From an optimization exercise on the open Yosys and OpenROAD flow, aimed at small area, a short achievable clock period and few clock cycles per item; shortcuts taken in it are not production practice.
At most, simulation tests tie the RTL to the original design; equivalence was not proved.
Power figures rest on the tool's default switching activity, not on a simulated workload.

## line_mem_engine
module line_mem_engine #(
    parameter int WORDS_PER_LINE = 16,
    parameter int LINE_BITS      = 32 * WORDS_PER_LINE
) (
    input  logic                 clk,
    input  logic                 rst,
    input  logic                 req_valid,
    output logic                 req_ready,
    input  logic                 req_wr,
    input  logic [31:0]          req_addr,
    input  logic [LINE_BITS-1:0] req_wdata,
    output logic                 resp_valid,
    output logic [LINE_BITS-1:0] resp_rdata,
    output logic                 mem_valid,
    input  logic                 mem_ready,
    output logic                 mem_we,
    output logic [31:0]          mem_addr,
    output logic [31:0]          mem_wdata,
    input  logic                 mem_rvalid,
    input  logic [31:0]          mem_rdata,
    output logic                 err
);
==> flow/config.mk <==
export PLATFORM = sky130hd
export DESIGN_NAME = line_mem_engine
export DESIGN_NICKNAME = line_mem_engine
export VERILOG_FILES = /design/flow/design.v
export SDC_FILE = /design/flow/constraint.sdc
export NUM_CORES = 4
export LEC_CHECK = 0
export CAP_MARGIN = 20
export CORE_AREA = 6 6 414 414
export DIE_AREA = 0 0 420 420
export SLEW_MARGIN = 20
==> flow/constraint.sdc <==
create_clock -name core_clock -period 5.5 [get_ports {clk}]
set_input_delay 1.1000 -clock core_clock [delete_from_list [all_inputs] [get_ports {clk}]]
set_output_delay 1.1000 -clock core_clock [all_outputs]
set_load 0.01 [all_outputs]
standard.sh (not shown) runs the stock make flow with config.mk's settings and CLKGATE_MAP_FILE= SYNTH_SCRIPT=/design/flow/synth_recipe.tcl, a recipe that flattens the netlist after the stock synthesis.
==> flow/flow/run.sh <==
#!/bin/bash
# Standard ORFS layout, but with the smallest buffer on every input and
# output port instead of the default port-buffer cell.
set -euo pipefail
export BUFFER_PORTS_ARGS="-buffer_cell sky130_fd_sc_hd__buf_1"
bash standard.sh > standard_flow.log 2>&1
Rerun with:
SETUP_SLACK_MARGIN = 3   (was unset)
What happened: The changed run produced a clean layout. Setup slack improves by 0.37 ns. Die area stays the same. Hold slack improves by 0.012 ns.
Function was not checked in any run of this note: the RTL went through the layout flow alone.

* * *

== run A ==
Another version of the RTL of line_mem_engine (not shown whole).
For scale: about 2,400 cells after synthesis, about 560 flip-flops, ~1,200 I/O pins.
Design line_mem_engine, start of the top module:
module line_mem_engine #(
    parameter int WORDS_PER_LINE = 16,
    parameter int LINE_BITS      = 32 * WORDS_PER_LINE
) (
    input  logic                 clk,
    input  logic                 rst,
    input  logic                 req_valid,
    output logic                 req_ready,
    input  logic                 req_wr,
    input  logic [31:0]          req_addr,
    input  logic [LINE_BITS-1:0] req_wdata,
    output logic                 resp_valid,
    output logic [LINE_BITS-1:0] resp_rdata,
    output logic                 mem_valid,
    input  logic                 mem_ready,
    output logic                 mem_we,
    output logic [31:0]          mem_addr,
    output logic [31:0]          mem_wdata,
    input  logic                 mem_rvalid,
    input  logic [31:0]          mem_rdata,
    output logic                 err
);
export LEC_CHECK = 0
export ABC_AREA = 1
export CAP_MARGIN = 20
export CORE_AREA = 6 6 414 414
export CTS_CLUSTER_DIAMETER = 100
export CTS_CLUSTER_SIZE = 22
export DIE_AREA = 0 0 420 420
export SETUP_SLACK_MARGIN = 3.13
export SLEW_MARGIN = 20
create_clock -name core_clock -period 5.5 [get_ports {clk}]
==> flow/flow/run.sh <==
#!/bin/bash
# Standard ORFS layout with two changes: the smallest buffer on every input
# and output port instead of the default port-buffer cell, and the data
# pins of each bit column of the line register placed side by side, in
# shift order (flow/io.tcl), before the standard pin placement.
set -euo pipefail
export BUFFER_PORTS_ARGS="-buffer_cell sky130_fd_sc_hd__buf_1"
export PRE_IO_PLACEMENT_TCL="$(pwd)/flow/io.tcl"
bash standard.sh > standard_flow.log 2>&1
==> flow/flow/io.tcl <==
# Pin plan. Each of the 32 bit columns of the line shift register gets its
# pins side by side, in shift order: mem_rdata[c], then for words 15 down to
# 0 the word's req_wdata and resp_rdata bits, then mem_wdata[c]. Eight
# columns go on each edge; the clock pin sits in the middle of the bottom
# edge's columns, so the clock tree's root is near the middle of an edge,
# and mem_ready, mem_rvalid and req_valid sit in the middle of the left
# edge's columns, so the select lines they drive reach every part of the
# line register about equally fast. The other pins are placed freely.
proc column_pins {c} {
  set pins [list "mem_rdata\[$c\]"]
  for {set j 15} {$j >= 0} {incr j -1} {
    set k [expr {32 * $j + $c}]
    lappend pins "req_wdata\[$k\]" "resp_rdata\[$k\]"
  }
  lappend pins "mem_wdata\[$c\]"
  return $pins
}
set edges {bottom right top left}
for {set e 0} {$e < 4} {incr e} {
  set pins {}
  for {set i 0} {$i < 8} {incr i} {
    if {$e == 0 && $i == 4} { lappend pins clk }
    if {$e == 3 && $i == 4} { lappend pins mem_ready mem_rvalid req_valid }
    set pins [concat $pins [column_pins [expr {$e * 8 + $i}]]]
  }
  set_io_pin_constraint -pin_names $pins -region [lindex $edges $e]:* -group -order
}
Testbench counts of run A, summed over its fixed seeds: cycles 37,500, items 1,600.
Changes in run B relative to run A:
Settings: SETUP_SLACK_MARGIN changed from 3.13 to 3.15; CAP_MARGIN changed from 20 to 0; SLEW_MARGIN changed from 20 to 0.
==> flow/flow/io.tcl <==
# Pin order: each of the 32 bit columns of the line shift register gets
# its pins side by side, in shift order: mem_rdata[c], then for words 15
# down to 0 the word's req_wdata and resp_rdata bits, then mem_wdata[c].
# Eight columns go on each edge; the other pins are placed freely.
set edges {bottom right top left}
for {set e 0} {$e < 4} {incr e} {
  set pins {}
  for {set c [expr {$e * 8}]} {$c < [expr {$e * 8 + 8}]} {incr c} {
    lappend pins "mem_rdata\[$c\]"
    for {set j 15} {$j >= 0} {incr j -1} {
      set k [expr {32 * $j + $c}]
      lappend pins "req_wdata\[$k\]" "resp_rdata\[$k\]"
    }
    lappend pins "mem_wdata\[$c\]"
  }
  set_io_pin_constraint -pin_names $pins -region [lindex $edges $e]:* -group -order
}
Findings:
- Relative to run A, share of power burned in the clock network has decreased by 0.2 points in run B.
- Run A finished every step from synthesis to the final layout, and the layout passed the timing, DRC and antenna checks.
- Per the final summary, run B finished and its layout is clean on timing, DRC and antenna.
- Run B against run A: worst hold slack up 67 ps; number of design-rule violations left by the first detailed-router iteration up 3.7%; required time of the critical path down 1620 ps.
Inputs modified between run B and run C:
Settings: a change of CAP_MARGIN from 0 to 20; a change of SLEW_MARGIN from 0 to 20.
Results
- A worst min-delay path class of input pin to asynchronous set/reset pin is what run C shows, while register to register belongs to run B.
- Utilization delta (run C -> run B): insignificant
- Going from run B to run C, share of final-layout standard cells stronger than drive strength 1 held; vias per cell shows no meaningful change; clock power ~0 delta; number of violations reported at the end of detailed-routing iteration 0 shows no meaningful change.
- The design area of run B and that of run C are within noise of each other.

[re-timing with driven ports]
The flow's constraints put no driver on any port. The routed layouts listed below were extracted and timed again, unchanged, in two steps. Step 1 assumes that a clkbuf_16 drives the clock port and a buf_2 every other input. Step 2, shift: input delay + t, output delay - t, t = (earliest + latest rising clock arrival at the registers) / 2. This alone moves slack from input paths to output paths. Three values: ideal ports, drivers, drivers and shift; two values: the first two.
run | shift t [ns] | slack for setup (ns) | worst setup path at the end | latest minus earliest clock arrival (ns) | pins driven straight from the clock port
the first run of note 1 | 0.724 | 2.462 / 2.399 / 1.717 | input to register | 0.049 / 0.049 | 1
the second run of note 1 | 0.730 | 2.833 / 2.778 / 2.289 | input to register | 0.057 / 0.058 | 1
run A | 0.685 | 3.115 / 3.021 / 2.336 | input to register | 0.019 / 0.019 | 1
run B | 0.705 | 3.195 / 3.127 / 2.544 | input to register | 0.021 / 0.022 | 1
run C | 0.704 | 3.195 / 3.127 / 2.545 | input to register | 0.021 / 0.021 | 1
After both steps setup and hold are still met in every run listed. The setup slack of run A, which loses most, moves by -0.094 ns with the drivers and by -0.779 ns with both steps.
